This is an optimization exercise on Yosys and OpenROAD, whose aim is small area, a short achievable clock period and few clock cycles per item, not a production implementation. Function was checked by simulation only, so behaviour that the tests miss may differ from the original.

==> flow/design.v (outline; a module is shown in full before it is edited, if it fits) <==
// module arr_mult_fa: 10 lines
// module arr_mult_ha: 9 lines
// module arr_multiplier_pipe: 3494 lines
module arr_multiplier_pipe #(
  parameter int INPUT_BIT_SIZE = 32,
  parameter int STAGES         = 4
) (
  input  logic                          Clk,
  input  logic                          Reset,
  input  logic                          InValid,
  output logic                          InReady,
  input  logic [INPUT_BIT_SIZE-1:0]     InA,
  input  logic [INPUT_BIT_SIZE-1:0]     InB,
  input  logic                          Signed,
  output logic                          OutValid,
  input  logic                          OutReady,
  output logic [2*INPUT_BIT_SIZE-1:0]   Out
);
  // ...
==> flow/flow/run.sh <==
#!/bin/bash
# The standard layout, with two changes to how it is made:
#  - the input and output ports get sky130_fd_sc_hd__buf_2 buffers instead of the
#    buffer the resizer picks on its own (a slow delay cell);
#  - the resizer's timing repair aims for SETUP_SLACK_MARGIN ns of setup slack, so it
#    works on the paths that set the achieved period, not only on violations.
# The clock period, SDC and every other setting are the standard flow's.
set -euo pipefail
export SETUP_SLACK_MARGIN=${SETUP_SLACK_MARGIN_OVERRIDE:-18.0}
export BUFFER_PORTS_ARGS="-buffer_cell sky130_fd_sc_hd__buf_2"
bash standard.sh > standard.log 2>&1
==> flow/standard.sh <==
#!/bin/bash
# synth_recipe.tcl (not shown) runs the flow's synth.tcl, then flattens the netlist and writes it again
# the make line also repeats each setting of config.mk as NAME=value (left out here)
make -C /OpenROAD-flow-scripts/flow DESIGN_CONFIG=/design/flow/config.mk WORK_HOME=/design/flow/orfs CLKGATE_MAP_FILE= SYNTH_SCRIPT=/design/flow/synth_recipe.tcl "${@:-finish}"
==> flow/config.mk <==
export PLATFORM = sky130hd
export DESIGN_NAME = arr_multiplier_pipe
export DESIGN_NICKNAME = arr_multiplier_pipe
export VERILOG_FILES = /design/flow/design.v
export SDC_FILE = /design/flow/constraint.sdc
export NUM_CORES = 4
export LEC_CHECK = 0
export ABC_AREA = 1
export CAP_MARGIN = 20
export CORE_MARGIN = 2
export CORE_UTILIZATION = 40
export CTS_CLUSTER_DIAMETER = 70
export CTS_CLUSTER_SIZE = 30
export SLEW_MARGIN = 20
export SYNTH_HIERARCHICAL = 1
export SYNTH_MINIMUM_KEEP_SIZE = 0
==> flow/constraint.sdc <==
create_clock -name core_clock -period 24.0 [get_ports {Clk}]
set_input_delay 4.8000 -clock core_clock [delete_from_list [all_inputs] [get_ports {Clk}]]
set_output_delay 4.8000 -clock core_clock [all_outputs]
set_load 0.01 [all_outputs]
==> run notes, run 1 <==
initial drt markers=2716; n_taps=1060; Synth Area in XOR/XNOR=14.6%; mux cell area share after synthesis=0%; Final Core Density=43.8%; Inverters=187; site row count=~100; R2R depth=13; CTS Root Cell=clkbuf_16; Synth Area in Compound Gates=between 10% and 20%; first-pass GRT wire length=151000 µm; Crit. End Element=primary output; Critical Path RT=19.20 ns; min-delay worst type=flop to flop; Post-synth EDFFs=about 260; Reg2Reg Setup Slack=18.04 ns; status=no timing/DRC/antenna violations; CTS sink count=325; Die Height=around 290 µm; post-cts sizing count=1; CP top delay family=flip-flops; largest cells by area after synthesis=fa_1 30%, edfxtp_1 24%, xor2_1 14%; Non-clk bufs=223; met1 usage=between 30% and 40%; largest family of logic cells by synthesized area=adder cells; uppermost routed layer=met4; commonest non-fill, non-tap cells in the layout=531 x xor2_1, 498 x o22ai_1, 495 x fa_1; post-synthesis instance total=2950; hpwl dp=68200 µm
Testbench counts, summed over its fixed seeds: cycles 12,024, items 12,000.
==> run 2: changes to the inputs <==
--- a/flow/design.v
+++ b/flow/design.v
@@ -40,40 +40,42 @@
   output logic                          InReady,
   input  logic [INPUT_BIT_SIZE-1:0]     InA,
   input  logic [INPUT_BIT_SIZE-1:0]     InB,
   input  logic                          Signed,
   output logic                          OutValid,
   input  logic                          OutReady,
   output logic [2*INPUT_BIT_SIZE-1:0]   Out
 );
-  logic        en, o_en, i_rdy;
-  logic        r_vl, o_vl, q_vl;
-  logic [31:0] a, b;
+  logic        en, o_en, q_vl, q_vl2;
+  logic [63:0] q_q;
+  logic        r_vl, o_vl;
+  logic        m_vl;
+  logic [31:0] a;
+  logic [31:0] b;
   logic        s;
-  logic [63:0] prod, o_q, q_q;
-  logic m_vl;
+  logic [63:0] prod, o_q;
   assign en      = !q_vl;
   assign o_en    = !o_vl || OutReady;
-  assign InReady = i_rdy;
+  assign InReady = !q_vl2;
   always_ff @(posedge Clk or negedge Reset) begin
     if (!Reset) begin
       r_vl <= 1'b0;
-      m_vl <= 1'b0;
       o_vl <= 1'b0;
+      m_vl <= 1'b0;
       q_vl <= 1'b0;
-      i_rdy <= 1'b1;
+      q_vl2 <= 1'b0;
     end else begin
       if (en) begin
         r_vl <= InValid;
         m_vl <= r_vl;
       end
       if (o_en) o_vl <= q_vl || m_vl;
-      q_vl <= !o_en && (q_vl || m_vl);
-      i_rdy <= o_en || !(q_vl || m_vl);
+      q_vl  <= !o_en && (q_vl || m_vl);
+      q_vl2 <= (o_vl && !OutReady && q_vl) || (o_vl && !OutReady && m_vl);
     end
   end
   always_ff @(posedge Clk) begin
     if (en) begin
       a <= InA;
       b <= InB;
       s <= Signed;
     end
==> flow/config.mk (replaced) <==
export PLATFORM = sky130hd
export DESIGN_NAME = arr_multiplier_pipe
export DESIGN_NICKNAME = arr_multiplier_pipe
export VERILOG_FILES = /design/flow/design.v
export SDC_FILE = /design/flow/constraint.sdc
export NUM_CORES = 4
export LEC_CHECK = 0
export ABC_AREA = 1
export CAP_MARGIN = 20
export CORE_MARGIN = 2
export CORE_UTILIZATION = 40
export CTS_CLUSTER_DIAMETER = 100
export CTS_CLUSTER_SIZE = 25
export SLEW_MARGIN = 20
export SYNTH_HIERARCHICAL = 1
export SYNTH_MINIMUM_KEEP_SIZE = 0
==> run notes, run 2 <==
Critical Path RT=19.20 ns (about the same); total track usage=23.5% (was 23.9%); most frequent cell after synthesis=xor2_1 (unchanged); vias in the first global route=23500 (was 24000); Most used DFF post-synth=edfxtp_1 (unchanged); Setup TNS=0 ns (unchanged); largest cells by area after synthesis=fa_1 30%, edfxtp_1 24%, xor2_1 14% (unchanged); number of distinct library cells after synthesis=34 (was 35); Crit path arrival time=1.20 ns (was 1.25 ns); Via density=5.80 (was 5.89); Routed Antenna Nets=0 (unchanged); clk latency of the worst-skew pair=0.61 ns (was 0.63 ns); Crit. End Element=primary output (unchanged); clock slew at reported path FFs=0.10 ns (was 0.08 ns); Synth Area in XOR/XNOR=14.6% (about the same); CP top delay family=flip-flops (unchanged); drt pass-1 iters=5 (was 6); CP cell instances=buf_2 (was buf_6); post-synthesis cell area=32600 µm² (about the same); Hold WS=0.451 ns (was 0.452 ns); Fin. Hold Viols=0 (unchanged); Max Cap Violations=0 (unchanged); synthesized flop and latch total=325 (unchanged); Layout area overhead=7.57% (was 8.26%); commonest non-fill, non-tap cells in the layout=531 x xor2_1, 498 x o22ai_1, 495 x fa_1 (unchanged); largest net degree at the start of global routing=85 (was 79); Worst setup SP type=flop (unchanged); post-synthesis instance total=2952 (was 2950); filler instances=7594 (was 7544); Setup WS pre-CTS=17.84 ns (was 17.77 ns); min-delay worst type=flop to flop (unchanged); Final Cycle Share=25.0% (was 25.2%); cts hold-fix bufs=0 (unchanged); site row count=104 (unchanged); nets@finish=3617 (unchanged); largest family of logic cells by synthesized area=adder cells (unchanged); CTS HTree Levels=1 (unchanged); Post-synth EDFFs=256 (unchanged); Async SR Flop Fraction=1.54% (unchanged); Post-Route WL=97900 µm (was 100000 µm); Net Count, Synth=3640 (was 3638); mux cell area share after synthesis=0% (unchanged); grt total ovfl=0 (unchanged); layout cells sized above 1=10.0% (was 10.4%); drt wl/cell=24.4 µm (was 25.0 µm); initial drt markers=2526 (was 2716); Final Core Density=43.5% (was 43.8%); Syn Area/Cell=11.0 µm² (about the same); Top Registers=o_q x64, q_q x64 (unchanged); Sequential Area=9100 µm² (about the same); core box area=80500 µm² (unchanged); initial antenna violation count=1 (was 0); total number of vias=23200 (was 23600); Ant. Diodes=0 (unchanged); Setup violations, final=0 (unchanged); commonest non-fill, non-tap cell in the layout=xor2_1 (unchanged); CTS Root Cell=clkbuf_16 (unchanged); width of the chip=289 µm (about the same); Max Freq=167 MHz (was 165 MHz); Seq/Total Area, Yosys=27.9% (about the same); TritonCTS buffer count=21 (was 27); Initial Util=40.4% (about the same); worst slew pin tran=1.03 ns (was 1.04 ns); status=no timing/DRC/antenna violations (unchanged); Port Buffers=134 (unchanged); worst-path fanout max=1 (unchanged); first-pass GRT wire length=150000 µm (was 151000 µm); RSZ-0062 raised after global routing=yes (unchanged); setup slack after layout=18.00 ns (was 17.95 ns); yosys warns=7 (unchanged); Max Root-Sink Buffers=3 (unchanged); hpwl dp=68100 µm (was 68200 µm); Post-Synth Adder-Cell Area=35.2% (about the same); simple-gate share of the synthesized area=4.23% (was 4.22%); Slew HR=31.6% (was 30.8%); max-slew violations=0 (unchanged); Die ar.=83700 µm² (about the same); critical path type=flop to primary output (unchanged); clock skew=0.0395 ns (was 0.0444 ns); Synth Area in Compound Gates=12.5% (was 12.4%); top post-synthesis cells by count=531 x xor2_1, 498 x o22ai_1, 495 x fa_1 (unchanged); IO Count=135 (unchanged); CTS sink count=325 (unchanged); Synth top area share=30.4% (about the same); GPL Wtd Cong=0.988 (was 1.01); Slowest cell on crit path=edfxtp_1 (was dfstp_2); Die Height=289 µm (about the same); DRC Markers=0 (unchanged); CTS tree=done (unchanged); Synth area leader=fa_1 (unchanged); largest stage delay on the critical path=0.45 ns (was 0.54 ns); fin crit period=6.00 ns (was 6.05 ns); area of the multi-input gates=21800 µm² (about the same); WP buf/inv=1 (unchanged)
[run 2: what timing repair did]
item,4_1_cts,5_1_grt
endpoints found under the setup margin,3,24
pin swaps,0,1
setup buffers,0,6
resized for setup,0,8
endpoints found under the hold margin,0,0
cloned,0,1
[run 2: layout make-up]
cell class	count	share of cell area, %
tap	1060	3.78
clock buffer	30	1.60
sequential	325	26.0
inverter	186	2.04
timing repair buffer	229	4.00
clock inverter	8	0.457
multi-input combinational	2166	62.2
[run 2: worst paths after layout]
kind | startpoint | end | slack (ns) | cells after the start
max | o_q[61] | Out[61] | 18.00 | 1
min | q_q[62] | q_q[62] | 0.45 | 2
max reg2reg | b[19] | m_y37 | 18.15 | 13
min reg2reg | q_q[62] | q_q[62] | 0.45 | 2
max in group asynchronous | Reset | q_vl | 19.84 | 1
min in group asynchronous | Reset | r_vl | 4.01 | 1
[run 2: worst register-to-register path, delay by kind of cell (launching register included)]
kind,cells,cell delay (ns)
buffers and inverters,3,1.29
XOR/XNOR,1,0.18
AO/OA/AOI/OAI,2,0.56
adder cells (fa/ha/maj),7,3.21
flip-flops,1,0.33
[run 2: logic make-up (layout without fill, tap and decap cells)]
family	Yosys count	in the layout
flops	325	325
xor+xnor	543	543
buf+inv	462	453
simple gates	344	344
compound gates	659	660
fa+ha+maj	619	619
[run 2: modules after synthesis (local to each module, per instance)]
module	cell area, µm²	times used	flip-flops and latches
arr_multiplier_pipe	22700	1	325
arr_mult_fa	20.0	464	0
arr_mult_ha	12.5	46	0
[run 2: metal layers]
metal  routed length (µm)  vias to the layer above  part of all wire, %  global-route usage [%]
met4                 3630                        0                  3.7                    7.64
met3                 9850                      177                   10                    4.69
met1                40100                    11700                   41                    33.0
li1                     -                    10000                    -                       -
met2                44300                     1299                   45                    36.6
met5                    0                        -                    0                       0
[run 2: per-stage QoR]
stage / cell area [µm²] / cells
2_1_floorplan: 32600 / 2952
3_3_place_gp: 34200 / 3959
3_5_place_dp: 34200 / 3959
4_1_cts: 34900 / 3997
5_1_grt: 35000 / 4004
6_report: 35000 / 4004
Testbench counts of run 2, summed over its fixed seeds: cycles 12,024, items 12,000.

## separate check: timing with driven ports
In the flow no input, the clock included, has a driving cell. The finished layouts below were timed again as built, in two steps. Step 1: set_driving_cell puts a clkbuf_16 on Clk and a buf_2 on each other input, an assumption about the parent block. Step 2, shift: input delay + t, output delay - t, t = (earliest + latest rising clock arrival at the registers) / 2. This alone moves slack from input paths to output paths. Three values: no drivers, after step 1, after step 2; two values: the first two.
run	shift t [ns]	slack for setup (ns)	worst setup path after step 2	clock arrival spread, ns
run 1	0.674	17.951 / 17.885 / 17.838	input to register	0.044 / 0.044
run 2	0.655	18.004 / 17.939 / 17.877	input to register	0.040 / 0.040
After both steps setup and hold are still met in every run listed. For run 2, which loses most, drivers alone change the setup slack by -0.065 ns; drivers and shift together by -0.127 ns.
